Context: an optimization exercise on an open-source flow, tuned for small area and a short achievable clock period. The choices shown serve that exercise and are no tape-out recipe.
RTL that was checked went through simulation tests only; none was proved equivalent to the original.

==> run F <==
==> flow/design.v <==
`timescale 1ns/100ps
package fu_pkg;
  localparam int unsigned N_BITS = 32;
  localparam int unsigned ACC_LEN_W = 16;
  localparam int unsigned SHAMT_W = 5;
  typedef logic [N_BITS-1:0] data_t;
  typedef logic [ACC_LEN_W-1:0] acc_len_t;
  typedef enum logic [3:0] {
    NOP  = 4'd0,
    ADD  = 4'd1,
    SUB  = 4'd2,
    MUL  = 4'd3,
    LSH  = 4'd4,
    ARSH = 4'd5,
    LRSH = 4'd6,
    MIN  = 4'd7,
    MAX  = 4'd8,
    ABS  = 4'd9,
    ACC  = 4'd10,
    DIV  = 4'd11,
    REM  = 4'd12
  } fu_op_e;
  function automatic logic [N_BITS:0] div_step(input logic [N_BITS-1:0] rem,
                                               input logic              dvd_bit,
                                               input logic [N_BITS-1:0] dvs,
                                               input int unsigned       j);
    logic [N_BITS-1:0] mask;
    logic [N_BITS-1:0] rem_ext;
    logic [N_BITS:0]   diff;
    logic              hi_zero;
    logic              fits;
    mask    = (j >= N_BITS - 1) ? '1 : ((N_BITS'(1) << (j + 1)) - N_BITS'(1));
    rem_ext = {rem[N_BITS-2:0], dvd_bit} & mask;
    hi_zero = ((dvs & ~mask) == '0);
    diff    = {1'b0, rem_ext} - {1'b0, dvs & mask};
    fits    = hi_zero & ~diff[N_BITS];
    div_step = {fits, (fits ? diff[N_BITS-1:0] : rem_ext) & mask};
  endfunction
endpackage
`timescale 1ns/100ps
module fu_alu (
  input  fu_pkg::fu_op_e instr_i,
  input  fu_pkg::data_t  a_i,
  input  fu_pkg::data_t  b_i,
  output fu_pkg::data_t  res_o
);
  fu_pkg::data_t               add_a;
  fu_pkg::data_t               add_b;
  logic                add_cin;
  logic [fu_pkg::N_BITS:0]     add_full;
  fu_pkg::data_t               add_res;
  logic                a_lt_b;
  fu_pkg::data_t               mul_res;
  fu_pkg::data_t               pp [fu_pkg::N_BITS/2];
  fu_pkg::data_t               pp_neg;
  logic [fu_pkg::SHAMT_W-1:0]  shamt;
  fu_pkg::data_t               a_rev;
  logic [2*fu_pkg::N_BITS-1:0] shift_in;
  logic [2*fu_pkg::N_BITS-1:0] shift_full;
  fu_pkg::data_t               shift_res;
  fu_pkg::data_t               lsh_res;
  always_comb begin
    add_a   = a_i;
    add_b   = b_i;
    add_cin = 1'b0;
    case (instr_i)
      fu_pkg::SUB, fu_pkg::MIN, fu_pkg::MAX: begin
        add_b   = ~b_i;
        add_cin = 1'b1;
      end
      fu_pkg::ABS: begin
        add_a   = '0;
        add_b   = ~a_i;
        add_cin = 1'b1;
      end
      default: begin
        add_cin = 1'b0;
      end
    endcase
  end
  assign add_full = {add_a, add_cin} + {add_b, add_cin};
  assign add_res  = add_full[fu_pkg::N_BITS:1];
  assign a_lt_b = (a_i[fu_pkg::N_BITS-1] != b_i[fu_pkg::N_BITS-1]) ? a_i[fu_pkg::N_BITS-1] : add_res[fu_pkg::N_BITS-1];
  always_comb begin
    logic [fu_pkg::N_BITS:0] bx;
    logic bneg, bone, btwo;
    bx = {b_i, 1'b0};
    pp_neg = '0;
    for (int i = 0; i < fu_pkg::N_BITS/2; i++) begin
      bneg = bx[2*i+2];
      bone = bx[2*i+1] ^ bx[2*i];
      btwo = (bx[2*i+2] & ~bx[2*i+1] & ~bx[2*i]) | (~bx[2*i+2] & bx[2*i+1] & bx[2*i]);
      pp[i] = '0;
      for (int k = 2*i; k < fu_pkg::N_BITS; k++) begin
        pp[i][k] = ((bone & a_i[k-2*i]) | (btwo & ((k > 2*i) ? a_i[k-2*i-1] : 1'b0))) ^ bneg;
      end
      pp_neg[2*i] = bneg;
    end
  end
  always_comb begin
    mul_res = pp_neg;
    for (int i = 0; i < fu_pkg::N_BITS/2; i++) begin
      mul_res = mul_res + pp[i];
    end
  end
  assign shamt = b_i[fu_pkg::SHAMT_W-1:0];
  always_comb begin
    for (int i = 0; i < fu_pkg::N_BITS; i++) begin
      a_rev[i] = a_i[fu_pkg::N_BITS-1-i];
    end
  end
  always_comb begin
    case (instr_i)
      fu_pkg::LSH:     shift_in = {{fu_pkg::N_BITS{1'b0}}, a_rev};
      fu_pkg::LRSH:    shift_in = {{fu_pkg::N_BITS{1'b0}}, a_i};
      default: shift_in = {{fu_pkg::N_BITS{a_i[fu_pkg::N_BITS-1]}}, a_i};
    endcase
  end
  assign shift_full = shift_in >> shamt;
  assign shift_res  = shift_full[fu_pkg::N_BITS-1:0];
  always_comb begin
    for (int i = 0; i < fu_pkg::N_BITS; i++) begin
      lsh_res[i] = shift_res[fu_pkg::N_BITS-1-i];
    end
  end
  always_comb begin
    case (instr_i)
      fu_pkg::ADD, fu_pkg::ACC, fu_pkg::SUB: res_o = add_res;
      fu_pkg::MUL:           res_o = mul_res;
      fu_pkg::LSH:           res_o = lsh_res;
      fu_pkg::ARSH, fu_pkg::LRSH:    res_o = shift_res;
      fu_pkg::MIN:           res_o = a_lt_b ? a_i : b_i;
      fu_pkg::MAX:           res_o = a_lt_b ? b_i : a_i;
      fu_pkg::ABS:           res_o = a_i[fu_pkg::N_BITS-1] ? add_res : a_i;
      default:       res_o = '0;
    endcase
  end
endmodule
`timescale 1ns/100ps
module fu_acc_ctrl (
  input  logic             clk_i,
  input  logic             rst_n_i,
  input  logic             acc_en_i,
  input  logic             ops_valid_i,
  input  logic             pea_ready_i,
  input  fu_pkg::acc_len_t acc_len_i,
  output logic             acc_valid_o,
  output logic             acc_loopback_o
);
  fu_pkg::acc_len_t cnt_q;
  logic     accept;
  logic     run_end;
  assign accept = ops_valid_i & pea_ready_i;
  assign run_end = (cnt_q == acc_len_i);
  always_ff @(posedge clk_i or negedge rst_n_i) begin
    if (!rst_n_i) begin
      cnt_q          <= '0;
      acc_loopback_o <= 1'b0;
    end else if (!acc_en_i) begin
      cnt_q          <= '0;
      acc_loopback_o <= 1'b0;
    end else if (accept) begin
      if (run_end) begin
        cnt_q          <= '0;
        acc_loopback_o <= 1'b0;
      end else begin
        cnt_q          <= cnt_q + fu_pkg::acc_len_t'(1);
        acc_loopback_o <= 1'b1;
      end
    end
  end
  assign acc_valid_o = ops_valid_i & run_end;
endmodule
`timescale 1ns/100ps
module div_stage #(
  parameter int unsigned J0 = 0,
  parameter int unsigned N  = 1
) (
  input  logic [((J0 > 0) ? J0 : 1)-1:0] rem_i,
  input  logic [N-1:0]                   dvd_i,
  input  fu_pkg::data_t                  divisor_i,
  output logic [J0+N-1:0]                rem_o,
  output logic [N-1:0]                   quo_o
);
  localparam int unsigned NB = fu_pkg::N_BITS;
  fu_pkg::data_t rem [N+1];
  if (J0 > 0) begin : g_rin
    always_comb begin
      rem[0]       = '0;
      rem[0][J0-1:0] = rem_i;
    end
  end else begin : g_rzero
    assign rem[0] = '0;
  end
  for (genvar s = 0; s < N; s++) begin : g_step
    localparam int unsigned J = J0 + s;
    localparam int unsigned W = J + 1;
    logic [W-1:0] rem_ext;
    logic [W:0]   diff;
    logic         hi_zero;
    logic         fits;
    if (J == 0) begin : g_first
      assign rem_ext = dvd_i[N-1-s];
    end else begin : g_next
      assign rem_ext = {rem[s][J-1:0], dvd_i[N-1-s]};
    end
    if (J >= NB - 1) begin : g_full
      assign hi_zero = 1'b1;
    end else begin : g_part
      assign hi_zero = ~|divisor_i[NB-1:J+1];
    end
    assign diff = {1'b0, rem_ext} - {1'b0, divisor_i[W-1:0]};
    assign fits = hi_zero & ~diff[W];
    always_comb begin
      rem[s+1]        = '0;
      rem[s+1][W-1:0] = fits ? diff[W-1:0] : rem_ext;
    end
    assign quo_o[N-1-s] = fits;
  end
  assign rem_o = rem[N][J0+N-1:0];
endmodule
`timescale 1ns/100ps
module div_pipe #(
  parameter logic [31:0] REG_AFTER = 32'h08420820
) (
  input  logic          clk_i,
  input  logic          rst_n_i,
  input  logic          in_valid_i,
  input  logic          pea_ready_i,
  input  fu_pkg::data_t a_i,
  input  fu_pkg::data_t b_i,
  output fu_pkg::data_t q_o,
  output fu_pkg::data_t r_o,
  output logic          valid_o
);
  localparam int unsigned NB = fu_pkg::N_BITS;
  function automatic int unsigned seg_begin(input int unsigned k);
    int unsigned n;
    int unsigned b;
    n = 0;
    b = (k == 0) ? 0 : NB;
    for (int unsigned j = 0; j < NB - 1; j++) begin
      if (REG_AFTER[j]) begin
        n = n + 1;
        if (n == k) b = j + 1;
      end
    end
    seg_begin = b;
  endfunction
  function automatic int unsigned seg_count();
    int unsigned n;
    n = 1;
    for (int unsigned j = 0; j < NB - 1; j++) begin
      if (REG_AFTER[j]) n = n + 1;
    end
    seg_count = n;
  endfunction
  localparam int unsigned NSEG = seg_count();
  fu_pkg::data_t rem   [NSEG+1];
  fu_pkg::data_t quo   [NSEG+1];
  fu_pkg::data_t dvs   [NSEG+1];
  logic          neg_q [NSEG+1];
  logic          neg_r [NSEG+1];
  logic          vld   [NSEG+1];
  logic a_neg;
  logic b_neg;
  logic b_zero;
  assign a_neg  = a_i[NB-1];
  assign b_neg  = b_i[NB-1];
  assign b_zero = (b_i == '0);
  assign rem[0]   = '0;
  assign quo[0]   = a_neg ? -a_i : a_i;
  assign dvs[0]   = b_neg ? -b_i : b_i;
  assign neg_q[0] = (a_neg ^ b_neg) & ~b_zero;
  assign neg_r[0] = a_neg;
  assign vld[0]   = in_valid_i;
  for (genvar k = 0; k < NSEG; k++) begin : g_seg
    localparam int unsigned B = seg_begin(k);
    localparam int unsigned E = seg_begin(k + 1);
    localparam int unsigned N = E - B;
    logic [E-1:0]                 rem_nxt;
    logic [N-1:0]                 q_bits;
    fu_pkg::data_t                quo_nxt;
    always_comb begin
      fu_pkg::data_t r;
      fu_pkg::data_t d;
      logic [NB:0]   st;
      r = rem[k];
      d = quo[k];
      for (int unsigned j = B; j < E; j++) begin
        st = fu_pkg::div_step(r, d[NB-1], dvs[k], j);
        r  = st[NB-1:0];
        d  = {d[NB-2:0], st[NB]};
      end
      rem_nxt = r[E-1:0];
      q_bits  = d[N-1:0];
    end
    if (N < NB) begin : g_shift
      assign quo_nxt = {quo[k][NB-N-1:0], q_bits};
    end else begin : g_whole
      assign quo_nxt = q_bits;
    end
    if (REG_AFTER[E-1]) begin : g_reg
      logic [E-1:0]  rem_q;
      fu_pkg::data_t quo_q;
      fu_pkg::data_t dvs_q;
      logic          neg_q_q;
      logic          neg_r_q;
      logic          vld_q;
      always_ff @(posedge clk_i or negedge rst_n_i) begin
        if (!rst_n_i) begin
          vld_q <= 1'b0;
        end else if (pea_ready_i) begin
          vld_q <= vld[k];
        end
      end
      always_ff @(posedge clk_i) begin
        if (pea_ready_i) begin
          rem_q   <= rem_nxt;
          quo_q   <= quo_nxt;
          dvs_q   <= dvs[k];
          neg_q_q <= neg_q[k];
          neg_r_q <= neg_r[k];
        end
      end
      always_comb begin
        rem[k+1]        = '0;
        rem[k+1][E-1:0] = rem_q;
      end
      assign quo[k+1]   = quo_q;
      assign dvs[k+1]   = dvs_q;
      assign neg_q[k+1] = neg_q_q;
      assign neg_r[k+1] = neg_r_q;
      assign vld[k+1]   = vld_q;
    end else begin : g_comb
      always_comb begin
        rem[k+1]        = '0;
        rem[k+1][E-1:0] = rem_nxt;
      end
      assign quo[k+1]   = quo_nxt;
      assign dvs[k+1]   = dvs[k];
      assign neg_q[k+1] = neg_q[k];
      assign neg_r[k+1] = neg_r[k];
      assign vld[k+1]   = vld[k];
    end
  end
  assign q_o     = neg_q[NSEG] ? -quo[NSEG] : quo[NSEG];
  assign r_o     = neg_r[NSEG] ? -rem[NSEG] : rem[NSEG];
  assign valid_o = vld[NSEG];
endmodule
`timescale 1ns/100ps
module fu_top #(
  parameter int unsigned DIV_STAGE_BITS = 2
) (
  input  logic             clk_i,
  input  logic             rst_n_i,
  input  logic             ops_valid_i,
  input  logic             pea_ready_i,
  input  fu_pkg::data_t    a_i,
  input  fu_pkg::data_t    b_i,
  input  fu_pkg::fu_op_e   instr_i,
  input  fu_pkg::acc_len_t acc_len_i,
  output logic             valid_o,
  output logic             acc_loopback_o,
  output fu_pkg::data_t    res_o,
  output fu_pkg::data_t    rem_q_o
);
  fu_pkg::fu_op_e alu_op;
  logic   is_acc;
  logic   is_div;
  logic   is_rem;
  logic   acc_en;
  logic   acc_valid;
  logic   div_in_valid;
  logic   div_valid;
  fu_pkg::data_t  alu_res;
  fu_pkg::data_t  div_q;
  fu_pkg::data_t  div_r;
  always_comb begin
    alu_op = fu_pkg::NOP;
    is_acc = 1'b0;
    is_div = 1'b0;
    is_rem = 1'b0;
    case (instr_i)
      fu_pkg::ADD, fu_pkg::SUB, fu_pkg::MUL, fu_pkg::LSH, fu_pkg::ARSH, fu_pkg::LRSH, fu_pkg::MIN, fu_pkg::MAX, fu_pkg::ABS: begin
        alu_op = instr_i;
      end
      fu_pkg::ACC: begin
        alu_op = fu_pkg::ACC;
        is_acc = 1'b1;
      end
      fu_pkg::DIV:     is_div = 1'b1;
      fu_pkg::REM:     is_rem = 1'b1;
      default: alu_op = fu_pkg::NOP;
    endcase
  end
  assign acc_en       = is_acc;
  assign div_in_valid = ops_valid_i & (is_div | is_rem);
  fu_alu fu_alu_inst (
    .instr_i(alu_op),
    .a_i    (a_i),
    .b_i    (b_i),
    .res_o  (alu_res)
  );
  fu_acc_ctrl fu_acc_ctrl_inst (
    .clk_i         (clk_i),
    .rst_n_i       (rst_n_i),
    .acc_en_i      (acc_en),
    .ops_valid_i   (ops_valid_i),
    .pea_ready_i   (pea_ready_i),
    .acc_len_i     (acc_len_i),
    .acc_valid_o   (acc_valid),
    .acc_loopback_o(acc_loopback_o)
  );
  div_pipe div_pipe_inst (
    .clk_i      (clk_i),
    .rst_n_i    (rst_n_i),
    .in_valid_i (div_in_valid),
    .pea_ready_i(pea_ready_i),
    .a_i        (a_i),
    .b_i        (b_i),
    .q_o        (div_q),
    .r_o        (div_r),
    .valid_o    (div_valid)
  );
  assign valid_o = (is_div | is_rem) ? div_valid :
                   is_acc            ? acc_valid : ops_valid_i;
  always_comb begin
    res_o   = alu_res;
    rem_q_o = '0;
    if (is_div) begin
      res_o   = div_q;
      rem_q_o = div_r;
    end else if (is_rem) begin
      res_o   = div_r;
      rem_q_o = div_q;
    end
  end
endmodule
==> flow/run.sh <==
#!/bin/bash
# synth_recipe.tcl (not shown) runs the flow's synth.tcl, then flattens the netlist and writes it again
# the make line also repeats each setting of config.mk as NAME=value (left out here)
make -C /OpenROAD-flow-scripts/flow DESIGN_CONFIG=/design/flow/config.mk WORK_HOME=/design/flow/orfs CLKGATE_MAP_FILE= SYNTH_SCRIPT=/design/flow/synth_recipe.tcl finish
==> flow/config.mk <==
export PLATFORM = sky130hd
export DESIGN_NAME = fu_top
export DESIGN_NICKNAME = fu_top
export VERILOG_FILES = /design/flow/design.v
export SDC_FILE = /design/flow/constraint.sdc
export NUM_CORES = 4
export LEC_CHECK = 0
export ABC_AREA = 1
export CAP_MARGIN = 20
export CORE_MARGIN = 2
export CORE_UTILIZATION = 40
export PLACE_DENSITY = 0.6
export SLEW_MARGIN = 20
export SYNTH_HIERARCHICAL = 1
==> flow/constraint.sdc <==
create_clock -name core_clock -period 13.0 [get_ports {clk_i}]
set_input_delay 2.6000 -clock core_clock [delete_from_list [all_inputs] [get_ports {clk_i}]]
set_output_delay 2.6000 -clock core_clock [all_outputs]
set_load 0.01 [all_outputs]
==> inputs of run R, as changes to run F <==
--- a/flow/design.v
+++ b/flow/design.v
@@ -21,20 +21,4 @@
     REM  = 4'd12
   } fu_op_e;
-  function automatic logic [N_BITS:0] div_step(input logic [N_BITS-1:0] rem,
-                                               input logic              dvd_bit,
-                                               input logic [N_BITS-1:0] dvs,
-                                               input int unsigned       j);
-    logic [N_BITS-1:0] mask;
-    logic [N_BITS-1:0] rem_ext;
-    logic [N_BITS:0]   diff;
-    logic              hi_zero;
-    logic              fits;
-    mask    = (j >= N_BITS - 1) ? '1 : ((N_BITS'(1) << (j + 1)) - N_BITS'(1));
-    rem_ext = {rem[N_BITS-2:0], dvd_bit} & mask;
-    hi_zero = ((dvs & ~mask) == '0);
-    diff    = {1'b0, rem_ext} - {1'b0, dvs & mask};
-    fits    = hi_zero & ~diff[N_BITS];
-    div_step = {fits, (fits ? diff[N_BITS-1:0] : rem_ext) & mask};
-  endfunction
 endpackage
 `timescale 1ns/100ps
@@ -279,21 +263,23 @@
     localparam int unsigned E = seg_begin(k + 1);
     localparam int unsigned N = E - B;
+    logic [((B > 0) ? B : 1)-1:0] rem_in;
     logic [E-1:0]                 rem_nxt;
     logic [N-1:0]                 q_bits;
     fu_pkg::data_t                quo_nxt;
-    always_comb begin
-      fu_pkg::data_t r;
-      fu_pkg::data_t d;
-      logic [NB:0]   st;
-      r = rem[k];
-      d = quo[k];
-      for (int unsigned j = B; j < E; j++) begin
-        st = fu_pkg::div_step(r, d[NB-1], dvs[k], j);
-        r  = st[NB-1:0];
-        d  = {d[NB-2:0], st[NB]};
-      end
-      rem_nxt = r[E-1:0];
-      q_bits  = d[N-1:0];
-    end
+    if (B > 0) begin : g_rin
+      assign rem_in = rem[k][B-1:0];
+    end else begin : g_rzero
+      assign rem_in = 1'b0;
+    end
+    div_stage #(
+      .J0(B),
+      .N (N)
+    ) div_stage_inst (
+      .rem_i    (rem_in),
+      .dvd_i    (quo[k][NB-1:NB-N]),
+      .divisor_i(dvs[k]),
+      .rem_o    (rem_nxt),
+      .quo_o    (q_bits)
+    );
     if (N < NB) begin : g_shift
       assign quo_nxt = {quo[k][NB-N-1:0], q_bits};
==> flow/config.mk (replaced) <==
export PLATFORM = sky130hd
export DESIGN_NAME = fu_top
export DESIGN_NICKNAME = fu_top
export VERILOG_FILES = /design/flow/design.v
export SDC_FILE = /design/flow/constraint.sdc
export NUM_CORES = 4
export LEC_CHECK = 0
export ABC_AREA = 1
export CAP_MARGIN = 5
export CORE_MARGIN = 2
export CORE_UTILIZATION = 50
export GPL_TIMING_DRIVEN = 0
export PLACE_DENSITY = 0.65
export SLEW_MARGIN = 5
==> flow_metrics.py <==
metrics = {
    "status": {
        "status": "finished clean",
    },
    "finish": {
        "stdcell_count": 13900,
        "multi_input_area_share_pct": 63.1,
    },
    "yosys": {
        "synth-compound-area-share_pct": 14.8,
        "synth-simple-area-share_pct": 30.9,
        "yosys_warnings": 17,
    },
    "placed_design": {
        "portBuffers": 153,
    },
    "global_routing": {
        "grt_pass1_wl_mm": 459,
    },
    "power_and_ir_drop": {
        "p_clk_mw": 1.58,
    },
    "worst_hold_path": {
        "hold_end": "div_pipe_inst.g_seg[1].g_reg.quo_q[21]",
    },
}
-- figures above: run F

==> flow_metrics.py <==
metrics = {
    "status": {
        "status": "finished with violations",
        "so_faults": "setup timing",
    },
    "worst_hold_path": {
        "hold_end": "div_pipe_inst.g_seg[2].g_reg.neg_r_q",
    },
    "yosys": {
        "synth-simple-area-share_pct": 26.4,
    },
    "timing": {
        "setup_viol": 2,
        "worst_slack_ns": -0.0358,
    },
    "placed_design": {
        "portBuffers": 140,
    },
    "power_and_ir_drop": {
        "p_clk_mw": 1.38,
    },
    "finish": {
        "stdcell_count": 12400,
    },
    "global_routing": {
        "grt_pass1_wl_mm": 455,
    },
}
-- figures above: run R

Only the layout flow was run in run F; the RTL was not checked for function there.

## separate check: timing with driven ports
The results above use ideal ports. As a check the final layouts listed here were re-extracted and re-timed, cells and wires unchanged.
Step 1, drivers: a clkbuf_16 drives clk_i and a buf_2 each remaining input, both assumed.
Step 2 also shifts input and output timing later by t, the mid clock arrival at the registers, as if the neighbouring blocks saw the same clock.
Slacks: ideal ports / drivers / drivers and shift; pairs: ideal ports / drivers.
run	t (ns)	setup WS [ns]	cell pins on the clock port's net
run F	0.732	0.385 / 0.231 / 0.210	1
run R	0.695	-0.036 / -0.067 / -0.067	1
For run F, which loses most, drivers alone change the setup slack by -0.154 ns; drivers and shift together by -0.175 ns.
